This design comes from an exercise in tuning for small area on the open sky130 flow, not from production work.
Function was not checked in any run shown here: the RTL went through the layout flow alone.

==> flow/design.v, too long to show whole: its modules and the start of the top module <==
// module cube_map_face_select_unit: 1780 lines
// module cmfs_top: 33 lines
module cmfs_top (
	input  logic        clk,
	input  logic        arst_n,
	input  logic        start,
	output logic        busy,
	input  logic [15:0] dir_x,
	input  logic [15:0] dir_y,
	input  logic [15:0] dir_z,
	output logic        done,
	output logic [2:0]  face,
	output logic [12:0] coord_u,
	output logic [12:0] coord_v,
	output logic        zero_vector
);
  // ...
==> flow/run.sh <==
#!/bin/bash
# synth_recipe.tcl (not shown) runs the flow's synth.tcl, then flattens the netlist and writes it again
# the make line also repeats each setting of config.mk as NAME=value (left out here)
make -C /OpenROAD-flow-scripts/flow DESIGN_CONFIG=/design/flow/config.mk WORK_HOME=/design/flow/orfs CLKGATE_MAP_FILE= SYNTH_SCRIPT=/design/flow/synth_recipe.tcl finish
==> flow/config.mk <==
export PLATFORM = sky130hd
export DESIGN_NAME = cmfs_top
export DESIGN_NICKNAME = cmfs_top
export VERILOG_FILES = /design/flow/design.v
export SDC_FILE = /design/flow/constraint.sdc
export NUM_CORES = 4
export LEC_CHECK = 0
export CAP_MARGIN = 20
export CORE_MARGIN = 2
export CORE_UTILIZATION = 40
export GPL_TIMING_DRIVEN = 0
export SLEW_MARGIN = 20
==> flow/constraint.sdc <==
create_clock -name core_clock -period 4.5 [get_ports {clk}]
set_input_delay 0.9000 -clock core_clock [delete_from_list [all_inputs] [get_ports {clk}]]
set_output_delay 0.9000 -clock core_clock [all_outputs]
set_load 0.01 [all_outputs]
==> metrics.md, run 1 <==
| Metric | Value |
|---|---|
| CTS resizes | ~240 |
| Worst endpoint data arrival time | approximately 5200 ps |
| Buffer share of cell area | 8.866% |
| Top post-synthesis cells by area | dfxtp_1 (30%), ha_1 (16%), xnor2_1 (13%) |
| Drt wl/cell | roughly 19 um |
| Synthesis-to-finish area growth | 27.47% |
| Status | failed layout checks |
| Register area | around 8800 um2 |
| Final ANT Viol Nets | 0 |
| WHS Endpoint | u_unit.qu_8r[7] |
| Buf/Inv on CP | 4 |
| CP Launch Point | u_unit.ru_8r[14] |
| Worst-margin pin slew | 1106 ps |
| Fail Reasons | setup timing |
| R2r setup slk | -140 ps |
| Total GRT Usage | 20.76% |
| First-pass GRT wire length | approximately 120 mm |
| Clock Buffer Count | 66 |
| Cell Rows | 97 |
| # Max-Cap Violations | 0 |
| Pins over their slew limit | 0 |
| Multi-input comb cells | 2130 |
| DRT iter0 DRCs | about 1200 |
| Multi-input combinational area share | roughly 56% |
| Post-synthesis net count | around 3400 |
| Placed Cells | between 3000 and 4000 |
| R2r endpoint | u_unit.ru_10r[13] |
| Fin worst setup slack | -144.3 ps |
| Final setup viols | 6 |
| Inserted Diodes | 0 |
| Initial antenna violation count | 1 |
==> run 2, diff against run 1 <==
--- a/flow/config.mk
+++ b/flow/config.mk
@@ -8,5 +8,4 @@
 export CAP_MARGIN = 20
 export CORE_MARGIN = 2
 export CORE_UTILIZATION = 40
-export GPL_TIMING_DRIVEN = 0
 export SLEW_MARGIN = 20
==> metrics.md, run 2 <==
| Metric | Value |
|---|---|
| Adder-cell share of the synthesized area | 23.86% (unchanged) |
| Max Fanout on Critical Path | 7 (was 6) |
| R2r setup slk | -8 ps (was -140 ps) |
| CP startpoint kind | flop (unchanged) |
| Synthesis-to-finish area growth | 24.78% (was 27.47%) |
| Post-synthesis sequential area ratio | 30.83% (unchanged) |
| Worst path slowest cell | dfxtp_4 (unchanged) |
| Worst setup EP type | flop (unchanged) |
| Reg2reg path depth | 21 (unchanged) |
| Fill count | 6335 (was 6204) |
| Ys flop type | dfxtp_1 (unchanged) |
| Top-count cell post-synth | dfxtp_1 (unchanged) |
| # clock sinks | 432 (unchanged) |
| Share of cells above drive strength 1 | 18.63% (was 21.64%) |
| Buf/Inv on CP | 2 (was 4) |
| # nets final | 3711 (was 3694) |
| CP Launch Point | u_unit.ru_8r[14] (unchanged) |
| Relative slew margins | 28.11% (was 25.72%) |
| Mapped Avg Cell Area | 9.924 um2 (unchanged) |
| Top Family by Delay on Critical Path | compound AO/OA/AOI/OAI gates (unchanged) |
| Cell Rows | 97 (unchanged) |
| Largest family of logic cells by synthesized area | adder cells (unchanged) |
| CP max stage delay | 470 ps (was 390 ps) |
| Drt wl/cell | 17.86 um (was 18.73 um) |
| Status | failed layout checks (unchanged) |
| Post-synthesis net count | 3359 (unchanged) |
| Initial antenna violation count | 2 (was 1) |
| Commonest non-fill, non-tap cell in the layout | dfxtp_1 (unchanged) |
| Setup CP Type | reg -> reg (unchanged) |
| IO Pins | 83 (unchanged) |
| Vias in the first global route | 22300 (was 22640) |
| Final ANT Viol Nets | 0 (unchanged) |
| Worst-margin pin slew | 1077 ps (was 1106 ps) |
| Total GRT Usage | 19.97% (was 20.76%) |
| Inserted Diodes | 0 (unchanged) |
| Post-synth EDFFs | 0 (unchanged) |
| Final worst-path cycle share | 100.2% (was 103.2%) |
| Largest net degree at the start of global routing | 48 (was 20) |
| Final core occ | 50.27% (was 51.36%) |
| Crit. path cell count | 21 (unchanged) |
| HP Class | reg -> reg (unchanged) |
| R2r endpoint | u_unit.ru_10r[13] (unchanged) |
| CTS tree | built (unchanged) |
| HPWL after DPL | 60.09 mm (was 59.20 mm) |
| Fin worst setup slack | -8.366 ps (was -144.3 ps) |
| Clock Tree Buf Depth | 3 (unchanged) |
| First-pass GRT wire length | 116.2 mm (was 120.1 mm) |
| Synth cell types | 88 (unchanged) |
| Total CTS buffers | 50 (unchanged) |
| F_max | 221.8 MHz (was 215.3 MHz) |
| Yosys top cell area share | 30.21% (unchanged) |
| CP Cell Sequence | buf_12, xnor2_4, ha_4, and3_4, a221o_1, a21oi_2, inv_2, a31oi_4, xor2_4, xor2_1, ha_1, o21a_1, o21ai_2, nor2_2, a31o_1, a211oi_2, o31ai_2, a21o_1, a21o_1, fa_2, xor2_1 (was buf_12, xnor2_4, ha_4, inv_2, a221oi_4, o211ai_2, o21ai_4, a31oi_4, xor2_4, buf_8, buf_4, xor2_1, ha_1, a21o_1, a21o_1, a21oi_1, o31ai_4, a21o_1, a21o_1, fa_2, xor2_1) |
| Core Footprint | 69910 um2 (unchanged) |
| Clock transition at the registers of the reported paths | 60 ps (about the same) |
| Final Skew | 24.29 ps (was 30.13 ps) |
| Min Tclk post-route | 4508 ps (was 4644 ps) |
| Pins over their slew limit | 0 (unchanged) |
| Post-synthesis compound-gate area fraction | 13.51% (unchanged) |
| Post-synthesis mux area share | 0.4976% (unchanged) |
| DR DRC count | 0 (unchanged) |
| Die Ht | 269.4 um (unchanged) |
| Ys Warns | 4 (unchanged) |
| Final Hold Fails | 0 (unchanged) |
| RePlAce Congestion | 0.9346 (was 0.9264) |
| Mapped Cells | 2838 (unchanged) |
| Simple-Gate Fraction of Synth Area | 9.245% (unchanged) |
| Vias | 21250 (was 21600) |
| DRT iter0 DRCs | 978 (was 1196) |
| Fail Reasons | setup timing (unchanged) |
| Worst-Skew Late Latency | 620 ps (about the same) |
| Via density | 5.094 (was 5.202) |
| Post-synth ARST share | 1.620% (unchanged) |
| Total gr overflow | 0 (unchanged) |
| Synth Area in XOR/XNOR | 18.16% (unchanged) |
| Reg2reg start | u_unit.ru_8r[14] (unchanged) |
| Initial Util | 40.29% (unchanged) |
| Die width | 269.4 um (unchanged) |
| Yosys top cell by area | dfxtp_1 (unchanged) |
| TritonRoute pass-1 iters | 6 (was 7) |
| Die area | 72550 um2 (unchanged) |
| RSZ-0062 raised after global routing | yes (unchanged) |
| Post-synth design cell area | 28160 um2 (unchanged) |
| Worst endpoint data arrival time | 5010 ps (was 5150 ps) |
| Root Driver | clkbuf_16 (unchanged) |
| Htree depth | 2 (unchanged) |
| Final setup viols | 1 (was 6) |
| Yosys reg bits | 432 (unchanged) |
| Worst Setup EP | u_unit.ru_10r[13] (unchanged) |
| Port-buffer cells | 81 (unchanged) |
| Most frequent cells in the layout | dfxtp_1 (404), xnor2_1 (363), ha_1 (338), buf_4 (264), inv_1 (201) (was dfxtp_1 (361), xnor2_1 (355), ha_1 (325), inv_1 (191), buf_4 (188)) |
| Drt total wl | 74.48 mm (was 77.73 mm) |
| Hold slack | 322.8 ps (was 323.0 ps) |
| CP required | 5000 ps (was 5010 ps) |
| Top post-synthesis cells by area | dfxtp_1 (30%), ha_1 (16%), xnor2_1 (13%) (unchanged) |
| Synth cell count leaders | dfxtp_1 (425), xnor2_1 (402), ha_1 (358), inv_1 (208), xor2_1 (170) (unchanged) |
| # Max-Cap Violations | 0 (unchanged) |
## run 2: how the worst min path moves through the flow
stage                     slack, ps          endpoint  cells after the start             from
after floorplan                 310    u_unit.equ_10r                      0    u_unit.equ_8r
after global placement          310     u_unit.equ_8r                      0    u_unit.equ_6r
after detailed placement        310     u_unit.equ_6r                      0    u_unit.equ_4r
after CTS                       320     u_unit.equ_2r                      0    u_unit.equ_0r
after global routing            330  u_unit.qv_10r[5]                      0  u_unit.qv_8r[5]
final                           320    u_unit.eqv_10r                      0    u_unit.eqv_8r
## run 2: logic make-up after synthesis
kind of cell    after synthesis
compound gates              567
xor+xnor                    577
fa+ha+maj                   470
buf+inv                     276
flops                       432
mux                          13
other cells                   1
simple gates                502
## run 2: cell type report
class	instances	area (um2)	share of cell area, %
Clock buffer	68	1419	4.037
Clock inverter	25	372.9	1.061
Timing Repair Buffer	368	3169	9.018
Inverter	208	780.7	2.222
Sequential cell	432	8722	24.82
Multi-Input combinational cell	2130	19510	55.50
Tap cell	940	1176	3.347
## run 2: worst register-to-register path, delay by kind of cell (launching register included)
family	cells	cell delay, ps
buffers and inverters	2	200
and+or+nand+nor	2	240
adders and majority gates	3	830
xor gates and xnor gates	4	740
AOI/OAI and AO/OA	10	1930
DFF	1	470
## run 2: stage by stage
| stage | cell area [um2] | setup TNS (ps) | std cells | setup WS, ps |
|---|---|---|---|---|
| after floorplan | 28580 | -928.7 | 2838 | -177.0 |
| after global placement | 31900 | -52.77 | 4018 | -28.97 |
| after detailed placement | 31900 | -1067 | 4018 | -160.9 |
| after CTS | 34000 | -76.00 | 4125 | -44.36 |
| after global routing | 35150 | -1793 | 4171 | -208.1 |
| final | 35150 | -8.366 | 4171 | -8.366 |
## run 2: routing by layer
metal  wire, um  GRT usage, %  vias to the layer above
met3       2348         2.565                      177
li1           -             -                    10470
met2      39550         38.43                      379
met4       3335         8.319                        4
met5         26             0                        -
met1      29210         21.82                    10220
## run 2: timing repair
action / 4_1_cts / 5_1_grt
hold buffers: 0 / 0
gates cloned: 1 / 2
gates resized for setup: 36 / 158
buffers inserted: 14 / 44
setup endpoints to repair: 21 / 63
pin swaps: 36 / 101

==> port drivers added, routing unchanged <==
In the flow no input, the clock included, has a driving cell. The finished layouts below were timed again as built, in two steps. Step 1, drivers: a clkbuf_16 drives clk and a buf_2 each remaining input, both assumed. Step 2 also shifts input and output timing later by t, the mid clock arrival at the registers, as if the neighbouring blocks saw the same clock. Slacks: ideal / step 1 / step 2; pairs: ideal / step 1.
run	t (ns)	slack for setup (ns)	worst hold slack (ns)	worst data-port slew with drivers (ns)
run 1	0.663	-0.144 / -0.144 / -0.144	0.323 / 0.323 / 0.323	0.04
run 2	0.667	-0.008 / -0.008 / -0.008	0.323 / 0.323 / 0.323	0.04
